Source: an optimization exercise on an open RTL-to-GDS flow (aim: small area, a short achievable clock period and few clock cycles per item). Production flows keep margins and buffers that such runs may drop. At most, simulation tests tie the RTL to the original design; equivalence was not proved. Function not checked in run 1: the RTL went through the layout flow alone. Power and IR drop assume default switching activity.

## flow/design.v (module list and top-level ports; edited modules follow where they fit)
// module layer_top: 2011 lines
// module csa_fa: 10 lines
// module csa_ha: 9 lines
module layer_top (
   input  logic             clk,
   input  logic             reset,
   input  logic             s_valid,
   input  logic             m_ready,
   input  layer_pkg::data_t data_in,
   output logic             s_ready,
   output logic             m_valid,
   output layer_pkg::data_t data_out
);
  // ...
==> flow/run.sh <==
#!/bin/bash
# synth_recipe.tcl (not shown) runs the flow's synth.tcl, then flattens the netlist and writes it again
# the make line also repeats each setting of config.mk as NAME=value (left out here)
make -C /OpenROAD-flow-scripts/flow DESIGN_CONFIG=/design/flow/config.mk WORK_HOME=/design/flow/orfs CLKGATE_MAP_FILE= SYNTH_SCRIPT=/design/flow/synth_recipe.tcl finish
==> flow/config.mk <==
export PLATFORM = sky130hd
export DESIGN_NAME = layer_top
export DESIGN_NICKNAME = layer_top
export VERILOG_FILES = /design/flow/design.v
export SDC_FILE = /design/flow/constraint.sdc
export NUM_CORES = 4
export LEC_CHECK = 0
export CAP_MARGIN = 20
export CORE_MARGIN = 2
export CORE_UTILIZATION = 30
export SETUP_SLACK_MARGIN = 4.5
export SLEW_MARGIN = 20
export SYNTH_HIERARCHICAL = 1
export SYNTH_MINIMUM_KEEP_SIZE = 0
==> flow/constraint.sdc <==
create_clock -name core_clock -period 7.0 [get_ports {clk}]
set_input_delay 1.4000 -clock core_clock [delete_from_list [all_inputs] [get_ports {clk}]]
set_output_delay 1.4000 -clock core_clock [all_outputs]
set_load 0.01 [all_outputs]
==> impl_metrics.py, run 1 <==
metrics = {
    "routing": {
        "drt_first_pass_iters": 10,
        "via_per_inst": 5.36,
        "first_iter_violations": 3611,
    },
    "critical_path": {
        "r2r_end": "r2_8_1",
        "r2r_start": "xb[7]",
        "worst-path-buf-inv": 5,
        "arrival_ps": 3180,
        "ff2ff_path_depth": 5,
    },
    "cells_and_area": {
        "final_cell_area_um2": 42500,
        "signal_buffers": 248,
        "fin_util": 0.362,
        "largest_class": "sequential cells",
        "clock_buffer_count": 86,
        "most-common-layout-cells": "edfxtp_1 (554), fa_1 (338), xnor2_1 (237)",
    },
    "status": {
        "status": "finished clean",
    },
    "placement": {
        "dp_hpwl_um": 75200,
        "place_area_um2": 37100,
    },
    "synthesis": {
        "synth_area_leader_cell": "edfxtp_1",
        "synthSimpleGateAreaFrac": 0.0331,
    },
    "grt": {
        "grt_max_degree": 87,
        "grt_pass1_wl_um": 155000,
    },
    "timing": {
        "tns_ps": 0,
        "setup_viol": 0,
        "fmax_mhz": 376,
        "period_share": 0.379,
    },
    "power_and_ir_drop": {
        "swShare": 0.227,
        "p_per_area_nw_per_um2": 215,
        "pwr-share-seq": 0.496,
    },
    "die": {
        "core_um2": 118000,
    },
    "worst_hold_path": {
        "holdCritPathClass": "reg2reg",
    },
    "clock_network": {
        "numCtsBuffers": 74,
    },
}
==> inputs of run 2 (changes only) <==
--- a/flow/design.v
+++ b/flow/design.v
@@ -88,20 +88,19 @@
             xv <= 1'b1;
          else if (issue & last_k)
             xv <= 1'b0;
       end
    end
    always_ff @(posedge clk) begin
       if (accept)
          ldb <= {data_in, ldb[127:16]};
-   end
-   always_ff @(posedge clk)
       if (transfer)
          xb <= ldb;
+   end
    wire [15:0] xw0 = xb[15:0];
    wire [15:0] xw1 = xb[31:16];
    wire [15:0] xw2 = xb[47:32];
    wire [15:0] xw3 = xb[63:48];
    wire [15:0] xw4 = xb[79:64];
    wire [15:0] xw5 = xb[95:80];
    wire [15:0] xw6 = xb[111:96];
    wire [15:0] xw7 = xb[127:112];
==> flow/config.mk (replaced) <==
export PLATFORM = sky130hd
export DESIGN_NAME = layer_top
export DESIGN_NICKNAME = layer_top
export VERILOG_FILES = /design/flow/design.v
export SDC_FILE = /design/flow/constraint.sdc
export NUM_CORES = 4
export LEC_CHECK = 0
export CAP_MARGIN = 20
export CORE_MARGIN = 2
export CORE_UTILIZATION = 30
export SETUP_SLACK_MARGIN = 4.3
export SLEW_MARGIN = 20
export SYNTH_HIERARCHICAL = 1
export SYNTH_MINIMUM_KEEP_SIZE = 0
==> run 2 against run 1 <==
Worst hold slack got worse by 0.75 ps. Global-route usage shrank 0.27 points. Area after synthesis unchanged. Count of clock-buffer cells in the layout unchanged. Setup slack worse by 40 ps. Clock skew grew 0.96 ps. First-iteration DRC count grew 1.3%. Clock power is essentially flat. Sequential power is essentially flat. Wire length shrank 3.7%.
==> impl_metrics.py, run 2 <==
metrics = {
    "worst_hold_path": {
        "holdCritPathClass": "reg2reg",
    },
    "synthesis": {
        "synth_area_leader_cell": "edfxtp_1",
        "synth_area_leaders": "edfxtp_1 (47%), fa_1 (21%), dfxtp_1 (6.4%)",
        "synth_area_um2": 35400,
        "yosysSeqAreaShare": 0.533,
        "syn_avg_cell_area_um2": 14.7,
        "syn_inst": 2409,
        "yosysMostFrequentCell": "edfxtp_1",
        "synthDistinctLibCells": 65,
        "synth_top_area_share": 0.469,
        "synth_ff_type": "edfxtp_1",
        "synthTopCellsByCount": "edfxtp_1 (554), fa_1 (376), xnor2_1 (238)",
        "ys_warn_count": 7,
        "async_flop_share": 0,
        "synth_seq_cells": 667,
        "synth_edf_count": 554,
    },
    "clock_network": {
        "numCtsBuffers": 74,
        "clockBufferDepth": 3,
        "root_buffer": "clkbuf_16",
        "cts_tree": "done",
        "cts_sinks": 667,
        "clk_pin_slew_worst_paths_ps": 60,
        "h-tree-depth": 3,
        "clk_latency_ps": 670,
    },
    "timing": {
        "setup_viol": 0,
        "finalHoldViolCount": 0,
        "finalMaxSlewViolations": 0,
        "relSlewSlack": 0.311,
        "fmax_mhz": 371,
        "fin_crit_ps": 2700,
        "tightest_slew_ps": 1030,
        "rsz0062_at_grt": "true",
        "period_share": 0.385,
        "skew_ps": 48.5,
        "tns_ps": 0,
    },
    "die": {
        "die_x_um": 348,
        "start_util": 0.301,
        "io_pins": 38,
        "die_h_um": 348,
        "floorplan.die_area_um2": 121000,
        "rows": 126,
        "core_um2": 118000,
    },
    "power_and_ir_drop": {
        "p_per_area_nw_per_um2": 226,
        "peakVddDrop_v": 0.000158,
        "leakagePower_nw": 14.3,
    },
    "critical_path": {
        "start_kind": "input port",
        "worst-path-buf-inv": 4,
        "max_stage_delay_ps": 520,
        "worst-path-max-fanout": 8,
        "worstSetupPathType": "in2reg",
        "cp_slowest_cell": "or4_4",
        "crit_family": "simple AND/OR/NAND/NOR gates",
        "cp_cell_sequence": "buf_6, nor2b_4, buf_4, buf_4, or4_4, a21o_4, inv_12, nor2_4, nor2_4, o221ai_1",
        "crit_path_end_kind": "register",
        "worst_ep_required_time_ps": 7530,
        "arrival_ps": 3230,
    },
    "routing": {
        "drt_first_pass_iters": 10,
        "routed_wl_um": 105000,
        "wl_per_cell_um": 26.3,
        "final_antenna_net_count": 0,
        "num_vias": 21300,
        "first_iter_violations": 3658,
        "drc": 0,
        "via_per_inst": 5.33,
    },
    "grt": {
        "grt_pass1_vias": 21300,
        "grt_usage": 0.172,
        "grt_pass1_wl_um": 152000,
        "grt_max_degree": 87,
        "antenna_found_initial": 3,
        "grt_overflow_total": 0,
    },
    "status": {
        "status": "finished clean",
    },
    "cells_and_area": {
        "instances_no_fill": 3989,
        "most-common-layout-cells": "edfxtp_1 (554), fa_1 (376), xnor2_1 (238)",
        "final_cell_area_um2": 40400,
        "area_growth_pct": 14.1,
        "nets": 2827,
        "nFillCells": 11300,
        "layout_commonest_cell": "edfxtp_1",
        "final_layout_size_suffix_gt1_frac": 0.113,
    },
    "placement": {
        "place_area_um2": 37100,
        "place_congestion": 0.949,
        "port-buffer-count": 36,
        "dp_cells": 3786,
        "dp_hpwl_um": 75200,
    },
    "flow_run": {
        "drv_cap": 0,
    },
}
## run 2: cell families (layout without fill, tap and decap cells)
family                   Yosys count  count (layout)  synth area share
adder cells (fa/ha/maj)          416             416             0.226
other                              1               8          0.000106
AND/OR/NAND/NOR                  256             258            0.0331
XOR/XNOR                         242             242            0.0598
multiplexers                       2               2          0.000671
AO/OA/AOI/OAI                    557             559             0.117
flip-flops                       667             667             0.533
buffers and inverters            268             301            0.0300
## run 2: path summary, 6_finish.rpt
check	cells past startpoint	startpoint	endpoint	slack, ps
max	10	m_ready	ctl[75]	4300
min	0	ldb[13]	xb[13]	400
max reg2reg	3	ctl[10]	r2_10_1	4310
min reg2reg	0	ldb[13]	xb[13]	400
## run 2: area by class of cell
class	count	area, um^2	share of cell area
flip-flops and latches	667	18900	0.468
repair inverters	4	35.0	0.000866
well taps	1536	1920	0.0475
repair buffers	104	1000	0.0247
clock inverters	51	558	0.0138
diodes	1	2.50	0.0000619
inverters	56	289	0.00715
multi-input cells	1484	15700	0.389
clock buffers	86	1990	0.0492
## run 2: Yosys stat by module (local to each module, per instance)
module     cells  times used  cell area [um^2]
csa_ha         1          23              12.5
layer_top   2011           1             27700
csa_fa         1         375              20.0
## run 2: routing by layer
| layer | part of all wire | wire [um] | up-vias | global-route usage |
|---|---|---|---|---|
| met5 | 0.00012 | 13 | - | 0 |
| met4 | 0.063 | 6570 | 2 | 0.0966 |
| met3 | 0.10 | 10600 | 252 | 0.0443 |
| met1 | 0.40 | 41700 | 10900 | 0.229 |
| li1 | - | - | 8830 | - |
| met2 | 0.44 | 45800 | 1312 | 0.256 |
## run 2: power by group
group	switching, mW	total, mW	internal (mW)
Combinational	0.318	0.567	0.249
Clock	1.67	4.04	2.36
Sequential	0.0707	4.54	4.47
## run 2: stage by stage
step           hold WS, ps  utilization  total power [mW]  worst slack [ps]
6_report               402        0.344              9.15              4300
2_1_floorplan          400            -              4.97              1670
3_5_place_dp           405        0.315              5.24              1870
5_1_grt                419        0.344              9.48              4260
3_3_place_gp           401        0.315              5.22              1860
4_1_cts                408        0.341              9.26              4300
## run 2: what timing repair did
item | CTS | global route
endpoints found under the setup margin | 607 | 112
pin swaps | 10 | 9
buffers inserted | 28 | 27
gates cloned | 9 | 0
resized for setup | 103 | 31
hold buffers | 0 | 0
Testbench counts of run 2, summed over its fixed seeds: cycles 6,248, items 384.

==> re-timing with driven ports <==
No port has a modelled driver above. Below, the same layouts with a new extraction and two added sets of constraints.
Step 1 assumes that a clkbuf_16 drives the clock port and a buf_2 every other input.
Step 2, shift: input delay + t, output delay - t, t = (earliest + latest rising clock arrival at the registers) / 2. This alone moves slack from input paths to output paths.
Slacks: ideal ports / drivers / drivers and shift; pairs: ideal ports / drivers.
run	t, ns	setup slack, ns	latest minus earliest clock arrival (ns)	worst register clock-pin slew, ns	pins driven straight from the clock port
run 1	0.715	4.344 / 4.369 / 3.664	0.049 / 0.050	0.07 / 0.07	1
run 2	0.714	4.304 / 4.288 / 3.625	0.050 / 0.050	0.07 / 0.07	1
After both steps setup and hold are still met in every run listed. The setup slack of run 1, which loses most, moves by +0.025 ns with the drivers and by -0.680 ns with both steps.
